Source: an optimization exercise on an open RTL-to-GDS flow (aim: small area). Production flows keep margins and buffers that such runs may drop.
In this exercise RTL edits were held to simulation tests only and were not proved equivalent to the original.
Power and IR drop assume default switching activity.

Setup of run A:
// gpu_top
module gpu_top (
  input  logic                         Clk,
  input  logic                         rst_n,
  input  logic [13-1:0]   s_axi_awaddr,
  input  logic [2:0]                   s_axi_awprot,
  input  logic                         s_axi_awvalid,
  output logic                         s_axi_awready,
  input  logic [32-1:0]   s_axi_wdata,
  input  logic [32/8-1:0] s_axi_wstrb,
  input  logic                         s_axi_wvalid,
  output logic                         s_axi_wready,
  output logic [1:0]                   s_axi_bresp,
  output logic                         s_axi_bvalid,
  input  logic                         s_axi_bready,
  input  logic [13-1:0]   s_axi_araddr,
  input  logic [2:0]                   s_axi_arprot,
  input  logic                         s_axi_arvalid,
  output logic                         s_axi_arready,
  output logic [32-1:0]   s_axi_rdata,
  output logic [1:0]                   s_axi_rresp,
  output logic                         s_axi_rvalid,
  input  logic                         s_axi_rready,
  output logic [3:0]                   red,
  output logic [3:0]                   green,
  output logic [3:0]                   blue,
  output logic                         hsync,
  output logic                         vsync,
  output logic                         vde
);
Size: about 130 I/O pins, roughly 0.072 mm^2 of cells after synthesis.
Settings: LEC_CHECK=0, CAP_MARGIN=20, CORE_MARGIN=2, CORE_UTILIZATION=60, CTS_BUF_LIST=sky130_fd_sc_hd__clkbuf_16, CTS_CLUSTER_DIAMETER=60, CTS_CLUSTER_SIZE=28, SLEW_MARGIN=20; clock period 10.0 ns.
run.sh (not shown) runs the stock make flow with config.mk's settings and CLKGATE_MAP_FILE= SYNTH_SCRIPT=/design/flow/synth_recipe.tcl, a recipe that flattens the netlist after the stock synthesis.
Changes in run B relative to run A:
Settings: a deleted CTS_BUF_LIST that had been sky130_fd_sc_hd__clkbuf_16; a deleted CTS_CLUSTER_SIZE that had been 28; a change of CORE_UTILIZATION from 60 to 40; a deleted CTS_CLUSTER_DIAMETER that had been 60.
==> summary.txt <==
[compare] base=run A new=run B: core utilization now smaller, total routing usage reported by global routing went down 5.9 points, count of clock-buffer cells in the layout now larger. Run A → run B: layout buffer count excluding clock buffers shrank by 0.75%, clock skew grew by 31 ps. Changes observed in run B relative to run A: sequential share of layout area fell 5.4 points; time the final worst path needs with I/O delays and setup fell 83 ps. For run A, the layer carrying the most global-route usage was met1, unlike run B, where it was met2. Compared with run A, run B shows non-filler instance count after layout that has gone up by more than 10%. Compared with run A, in run B clock share of power saw an increase, area added between synthesis and finish went up 7.9 points. Run B vs run A on DRC violation total after the first TritonRoute iteration: run B is the lower one.
[inputs] run C vs run B
Settings: ABC_AREA: unset -> 1; CTS_BUF_LIST: unset -> sky130_fd_sc_hd__clkbuf_8; CTS_CLUSTER_SIZE: unset -> 20; CTS_CLUSTER_DIAMETER: unset -> 60; CORE_UTILIZATION: 40 -> 75.
==> comparison <==
- Run C: maximum fanout encountered on the critical timing path lower than run B
- Run B and run C ended up with roughly the same synthesized-area fraction occupied by xor and xnor cells.
- Run C vs. run B: share of the core filled with cells in the final layout +33 points, met3 usage in global routing higher, worst-case hold slack higher, relative area of non-clock buffer cells in the final design shows no meaningful change.
- Run C: clock skew lower than run B
- For run B, the cell with the largest stage delay on the worst path was dfxtp_1, unlike run C, where it was clkdlybuf4s50_1.
- Between run C and run B, global-route usage is lower for run B, run C comes in above that.
- Going from run B to run C, number of inserted filler cells in the final layout lower, arrival time of data at the critical path endpoint shows an increase of 110 ps, latest clock arrival within the worst-skew pair decreased by 20 ps relative to the old numbers.
Modified inputs, run D compared to run C
Settings: CORE_UTILIZATION now 60, was 75; ABC_AREA no longer set, was 1.
[summary]
Diff run C and run D: fraction of layout instances using a drive strength above 1 lower in run C. For run C, the cell type of the slowest stage on the worst timing path was clkdlybuf4s50_1, unlike run D, where it was dfxtp_1. From run C to run D the numbers moved as follows: shortest period the worst path allows saw an increase; switching share of total power ~0 delta. Sum of routed wire length over all layers: run D vs run C up about 1.1%. There was hardly any difference in endpoint required time on the critical path between run C and run D. Floorplan core area in run D is 25% above run C.

* * *

The RTL this note starts from:
==> flow/design.v <==
package gpu_pkg;
  localparam logic [1:0] RESP_OKAY   = 2'b00;
  localparam logic [1:0] RESP_SLVERR = 2'b10;
endpackage
`timescale 1ns/1ns
module gpu_top (
  input  logic                         Clk,
  input  logic                         rst_n,
  input  logic [13-1:0]   s_axi_awaddr,
  input  logic [2:0]                   s_axi_awprot,
  input  logic                         s_axi_awvalid,
  output logic                         s_axi_awready,
  input  logic [32-1:0]   s_axi_wdata,
  input  logic [32/8-1:0] s_axi_wstrb,
  input  logic                         s_axi_wvalid,
  output logic                         s_axi_wready,
  output logic [1:0]                   s_axi_bresp,
  output logic                         s_axi_bvalid,
  input  logic                         s_axi_bready,
  input  logic [13-1:0]   s_axi_araddr,
  input  logic [2:0]                   s_axi_arprot,
  input  logic                         s_axi_arvalid,
  output logic                         s_axi_arready,
  output logic [32-1:0]   s_axi_rdata,
  output logic [1:0]                   s_axi_rresp,
  output logic                         s_axi_rvalid,
  input  logic                         s_axi_rready,
  output logic [3:0]                   red,
  output logic [3:0]                   green,
  output logic [3:0]                   blue,
  output logic                         hsync,
  output logic                         vsync,
  output logic                         vde
);
  function automatic logic [3:0] tile_slot(input logic [3:0] c);
    tile_slot = {~c[0] ^ (c[3:1] == 3'd0), c[3:1]};
  endfunction
  logic [7:0]  h;             
  logic [7:0]  v;             
  logic [15:0] frame_count;
  logic [1:0]  fc_we;
  logic        line_end;
  assign line_end = (h == 8'd143);
  always_ff @(posedge Clk) begin
    if (!rst_n) begin
      h <= '0;
      v <= '0;
      frame_count <= '0;
    end else begin
      h <= line_end ? 8'd0 : h + 8'd1;
      if (line_end) v <= (v == 8'd133) ? 8'd0 : v + 8'd1;
      if (line_end && v == 8'd133) frame_count <= frame_count + 16'd1;
      if (fc_we[0]) frame_count[7:0]  <= s_axi_wdata[7:0];
      if (fc_we[1]) frame_count[15:8] <= s_axi_wdata[15:8];
    end
  end
  assign vde   = (h >= 8'd2) && (h <= 8'd129) && !v[7];
  assign hsync = !((h >= 8'd134) && (h <= 8'd141));
  assign vsync = (h >= 8'd2) ? !((v == 8'd130) || (v == 8'd131))
                             : !((v == 8'd131) || (v == 8'd132));
  logic [3:0]   ring_we;      
  logic [11:0]  row_out;
  logic [3:0]   tap_sel;
  logic [15:0]  taps [12];
  for (genvar k = 0; k < 12; k++) begin : g_bit
    logic [143:0] q0;
    logic [47:0]  q1, q2;
    logic [15:0]  q3;
    always_ff @(posedge Clk) begin
      q0 <= {ring_we[0] ? s_axi_wdata[k] : q0[0], q0[143:1]};
      q1 <= {ring_we[1] ? s_axi_wdata[k] : q1[0], q1[47:1]};
      q2 <= {ring_we[2] ? s_axi_wdata[k] : q2[0], q2[47:1]};
      q3 <= {ring_we[3] ? s_axi_wdata[k] : q3[0], q3[15:1]};
    end
    assign taps[k] = {q3[0], q2[32], q2[16], q2[0], q1[32], q1[16], q1[0],
                      q0[128], q0[112], q0[96], q0[80], q0[64], q0[48], q0[32], q0[16], q0[0]};
    assign row_out[k] = taps[k][tap_sel];
  end
  logic        disp_load;
  logic [11:0] pre;
  logic [11:0] cur;
  function automatic logic loads(input logic [7:0] hh);
    logic [7:0] w;
    w = (hh >= 8'd137) ? hh - 8'd137 : hh + 8'd7;
    loads = !w[7] && (tile_slot(w[6:3]) == hh[3:0]);
  endfunction
  assign disp_load = loads(h);
  always_ff @(posedge Clk) begin
    if (disp_load) pre <= enable ? row_out : bg_color;
  end
  always_ff @(posedge Clk) begin
    if (!rst_n) begin
      cur <= '0;
    end else if (h[2:0] == 3'd1) begin
      cur <= (!h[7] && !v[7]) ? pre : 12'd0;
    end
  end
  assign {red, green, blue} = cur;
  logic        enable;
  logic [11:0] bg_color;
  logic        aw_ctrl, aw_bg, aw_status, aw_tile;
  logic        ar_ctrl, ar_bg, ar_status, ar_tile;
  assign aw_ctrl   = (s_axi_awaddr == 13'h000);
  assign aw_bg     = (s_axi_awaddr == 13'h004);
  assign aw_status = (s_axi_awaddr == 13'h008);
  assign aw_tile   = (s_axi_awaddr[12:10] == 3'b100);
  assign ar_ctrl   = (s_axi_araddr == 13'h000);
  assign ar_bg     = (s_axi_araddr == 13'h004);
  assign ar_status = (s_axi_araddr == 13'h008);
  assign ar_tile   = (s_axi_araddr[12:10] == 3'b100);
  logic [3:0] aw_row, aw_g, wk;
  logic       wk_ok;
  logic       row_at_head;
  logic       wr_pend, wr_slot, wr_do, wr_armed, wr_fire;
  assign aw_row = s_axi_awaddr[9:6];
  always_comb begin
    if (aw_row <= 4'd8)       aw_g = aw_row;
    else if (aw_row <= 4'd11) aw_g = aw_row - 4'd9;
    else if (aw_row <= 4'd14) aw_g = aw_row - 4'd12;
    else                      aw_g = 4'd0;
  end
  always_ff @(posedge Clk) begin
    if (!wr_pend) begin
      wk_ok <= 1'b0;
    end else if (wr_slot) begin
      wk_ok <= wk_ok || disp_load;
      wk    <= disp_load ? 4'd1 : wk + 4'd1;
    end
  end
  assign row_at_head = disp_load ? (aw_g == 4'd0) : (wk_ok && (wk == aw_g));
  assign wr_pend = s_axi_awvalid && s_axi_wvalid && !s_axi_bvalid;
  assign wr_slot = wr_pend && (tile_slot(s_axi_awaddr[5:2]) == h[3:0]);
  assign wr_do   = wr_slot && (!aw_tile || row_at_head);
  assign wr_fire = wr_slot && wr_armed;
  assign s_axi_awready = wr_fire;
  assign s_axi_wready  = wr_fire;
  logic tile_we;
  assign tile_we    = wr_do && aw_tile && (s_axi_wstrb[1:0] == 2'b11);
  assign ring_we[0] = tile_we && (aw_row <= 4'd8);
  assign ring_we[1] = tile_we && (aw_row >= 4'd9) && (aw_row <= 4'd11);
  assign ring_we[2] = tile_we && (aw_row >= 4'd12) && (aw_row <= 4'd14);
  assign ring_we[3] = tile_we && (aw_row == 4'd15);
  assign fc_we = {2{wr_fire && aw_status}} & s_axi_wstrb[1:0];
  always_ff @(posedge Clk) begin
    if (!rst_n) begin
      wr_armed       <= 1'b0;
      s_axi_bvalid   <= 1'b0;
      enable         <= 1'b0;
      bg_color       <= '0;
    end else begin
      if (wr_fire) wr_armed <= 1'b0;
      else if (wr_do) wr_armed <= 1'b1;
      if (wr_fire) s_axi_bvalid <= 1'b1;
      else if (s_axi_bready) s_axi_bvalid <= 1'b0;
      if (wr_do && aw_ctrl && s_axi_wstrb[0]) enable <= s_axi_wdata[0];
      if (wr_do && aw_bg && s_axi_wstrb[0]) bg_color[7:0]  <= s_axi_wdata[7:0];
      if (wr_do && aw_bg && s_axi_wstrb[1]) bg_color[11:8] <= s_axi_wdata[11:8];
    end
  end
  logic bresp_err;
  always_ff @(posedge Clk) begin
    if (wr_fire) bresp_err <= !(aw_ctrl || aw_bg || aw_status || aw_tile);
  end
  assign s_axi_bresp = {bresp_err, 1'b0};
  logic [3:0]  ar_row;
  logic [3:0]  bus_tap;
  logic        ar_wait, rd_ok, rd_fire;
  assign ar_row = s_axi_araddr[9:6];
  always_comb begin
    case (ar_row)
      4'd0:    bus_tap = 4'd8;
      4'd9:    bus_tap = 4'd11;
      4'd12:   bus_tap = 4'd14;
      4'd15:   bus_tap = 4'd15;
      default: bus_tap = ar_row - 4'd1;
    endcase
  end
  logic [7:0] h_next;
  logic [3:0] drow_next;
  assign h_next    = line_end ? 8'd0 : h + 8'd1;
  assign drow_next = v[6:3] + {3'd0, line_end && (v[2:0] == 3'd7)};
  always_ff @(posedge Clk) begin
    tap_sel <= loads(h_next) ? drow_next : bus_tap;
  end
  logic rd_slot, rk;
  assign rd_slot = ar_wait && (tile_slot(s_axi_araddr[5:2]) == h[3:0]);
  always_ff @(posedge Clk) begin
    if (!ar_wait)     rk <= 1'b0;
    else if (rd_slot) rk <= disp_load;
  end
  assign rd_ok   = !ar_tile || (rd_slot && rk);
  assign s_axi_arready = ar_wait && rd_ok;
  assign rd_fire = s_axi_arready && s_axi_arvalid;
  logic [16:0] rdata_q;
  logic        rresp_err;
  always_ff @(posedge Clk) begin
    if (!rst_n) ar_wait <= 1'b0;
    else        ar_wait <= s_axi_arvalid && !rd_fire;
  end
  always_ff @(posedge Clk) begin
    if (!rst_n) begin
      s_axi_rvalid <= 1'b0;
    end else if (rd_fire) begin
      s_axi_rvalid <= 1'b1;
    end else if (s_axi_rready) begin
      s_axi_rvalid <= 1'b0;
    end
  end
  always_ff @(posedge Clk) begin
    if (rd_fire) begin
      rresp_err <= !(ar_ctrl || ar_bg || ar_status || ar_tile);
      rdata_q   <= ar_tile   ? {5'd0, row_out} :
                   ar_ctrl   ? {16'd0, enable} :
                   ar_bg     ? {5'd0, bg_color} :
                   ar_status ? {v >= 8'd128, frame_count} : 17'd0;
    end
  end
  assign s_axi_rdata = {15'd0, rdata_q};
  assign s_axi_rresp = {rresp_err, 1'b0};
endmodule
export LEC_CHECK = 0
export ABC_AREA = 0
export CAP_MARGIN = 20
export CORE_MARGIN = 2
export CORE_UTILIZATION = 75
export SLEW_MARGIN = 20
create_clock -name core_clock -period 10.0 [get_ports {Clk}]
standard.sh (not shown) runs the stock make flow with config.mk's settings and CLKGATE_MAP_FILE= SYNTH_SCRIPT=/design/flow/synth_recipe.tcl, a recipe that flattens the netlist after the stock synthesis.
==> flow/flow/run.sh <==
#!/bin/bash
# The standard layout (standard.sh), with two changes: the port buffers are
# the smallest buffer cell, and clock tree synthesis adds no dummy loads.
set -euo pipefail
export BUFFER_PORTS_ARGS="-buffer_cell sky130_fd_sc_hd__buf_1"
export CTS_ARGS="-sink_clustering_enable -repair_clock_nets -dont_use_dummy_load -sink_clustering_size 20 -sink_clustering_max_diameter 45 -buf_list sky130_fd_sc_hd__clkbuf_8"
bash standard.sh finish > standard_flow.log 2>&1
Next try:
ABC_AREA = 1   (was 0)
After rerunning:
- sequential cell count stays the same
- final area went up by 0.75%
- routed wire length went down by 1.4%
- non-clock buffer count went up by 3
- worst setup slack improved by 0.23 ns
- total power went up by 0.44%
- synthesized cell count went up by 13%
- clock skew went down by 0.0038 ns
- hold slack got worse by 0.022 ns
- global-route usage went down by 0.91 points
- utilization went down by 0.48 points
Next try:
--- a/flow/flow/run.sh
+++ b/flow/flow/run.sh
@@ -6 +6 @@
-export CTS_ARGS="-sink_clustering_enable -repair_clock_nets -dont_use_dummy_load -sink_clustering_size 20 -sink_clustering_max_diameter 45 -buf_list sky130_fd_sc_hd__clkbuf_8"
+export CTS_ARGS="-sink_clustering_enable -repair_clock_nets -dont_use_dummy_load -sink_clustering_size 20 -sink_clustering_max_diameter 50 -buf_list sky130_fd_sc_hd__clkbuf_8"
ABC_AREA = 0   (was 1)
- count of clock-buffer cells in the layout fell by 5
- area after synthesis fell by 0.91%
- non-clock buffer count fell by 3
- hold slack stays flat
- global-route usage rose by 1.4 points
- design area fell by 0.86%
- via count fell by 6.9%
Next try:
--- a/flow/flow/run.sh
+++ b/flow/flow/run.sh
@@ -6 +6 @@
-export CTS_ARGS="-sink_clustering_enable -repair_clock_nets -dont_use_dummy_load -sink_clustering_size 20 -sink_clustering_max_diameter 50 -buf_list sky130_fd_sc_hd__clkbuf_8"
+export CTS_ARGS="-sink_clustering_enable -repair_clock_nets -dont_use_dummy_load -sink_clustering_size 20 -sink_clustering_max_diameter 45 -buf_list sky130_fd_sc_hd__clkbuf_8"
CORE_UTILIZATION = 80   (was 75)
Effect: This time the run never finished: it broke off in detailed placement, error DPL-0033; synthesized cell count does not change; synthesized area is unchanged.

[port drivers added, routing unchanged]
How much do the figures lean on ideal ports? The routed layouts below were timed once more, with nothing changed but the port constraints.
Step 1, drivers: a clkbuf_16 drives Clk and a buf_2 each remaining input, both assumed.
Step 2 adds t to the input delays and takes it off the output delays; t is the mean of the earliest and latest rising clock arrival at the registers after step 1. Input paths then give back, and output paths get back, about the clock's delay inside the block.
Slacks: ideal ports / drivers / drivers and shift; pairs: ideal ports / drivers.
| run | shift t [ns] | setup WS [ns] | hold WS [ns] | clock arrival spread, ns | worst register clock-pin slew, ns |
|---|---|---|---|---|---|
| run A | 0.828 | 3.295 / 3.220 / 3.494 | 0.316 / 0.316 / 0.316 | 0.032 / 0.032 | 0.10 / 0.10 |
| run B | 0.935 | 3.377 / 3.299 / 3.578 | 0.276 / 0.276 / 0.276 | 0.066 / 0.065 | 0.07 / 0.07 |
| run C | 0.910 | 3.265 / 3.238 / 3.238 | 0.310 / 0.310 / 0.310 | 0.043 / 0.044 | 0.12 / 0.12 |
| run D | 0.976 | 3.128 / 3.057 / 3.485 | 0.319 / 0.319 / 0.319 | 0.041 / 0.041 | 0.12 / 0.12 |
| the first run of note 2 | 0.896 | 4.217 / 4.073 / 4.073 | 0.282 / 0.282 / 0.282 | 0.084 / 0.084 | 0.12 / 0.12 |
| the second run of note 2 | 0.897 | 4.450 / 4.379 / 4.379 | 0.260 / 0.260 / 0.260 | 0.089 / 0.088 | 0.12 / 0.12 |
| the third run of note 2 | 0.890 | 4.229 / 4.087 / 4.087 | 0.262 / 0.262 / 0.262 | 0.107 / 0.107 | 0.12 / 0.12 |
After both steps setup and hold are still met in every run listed. For the first run of note 2, which loses most, drivers alone change the setup slack by -0.144 ns; drivers and shift together by -0.144 ns.
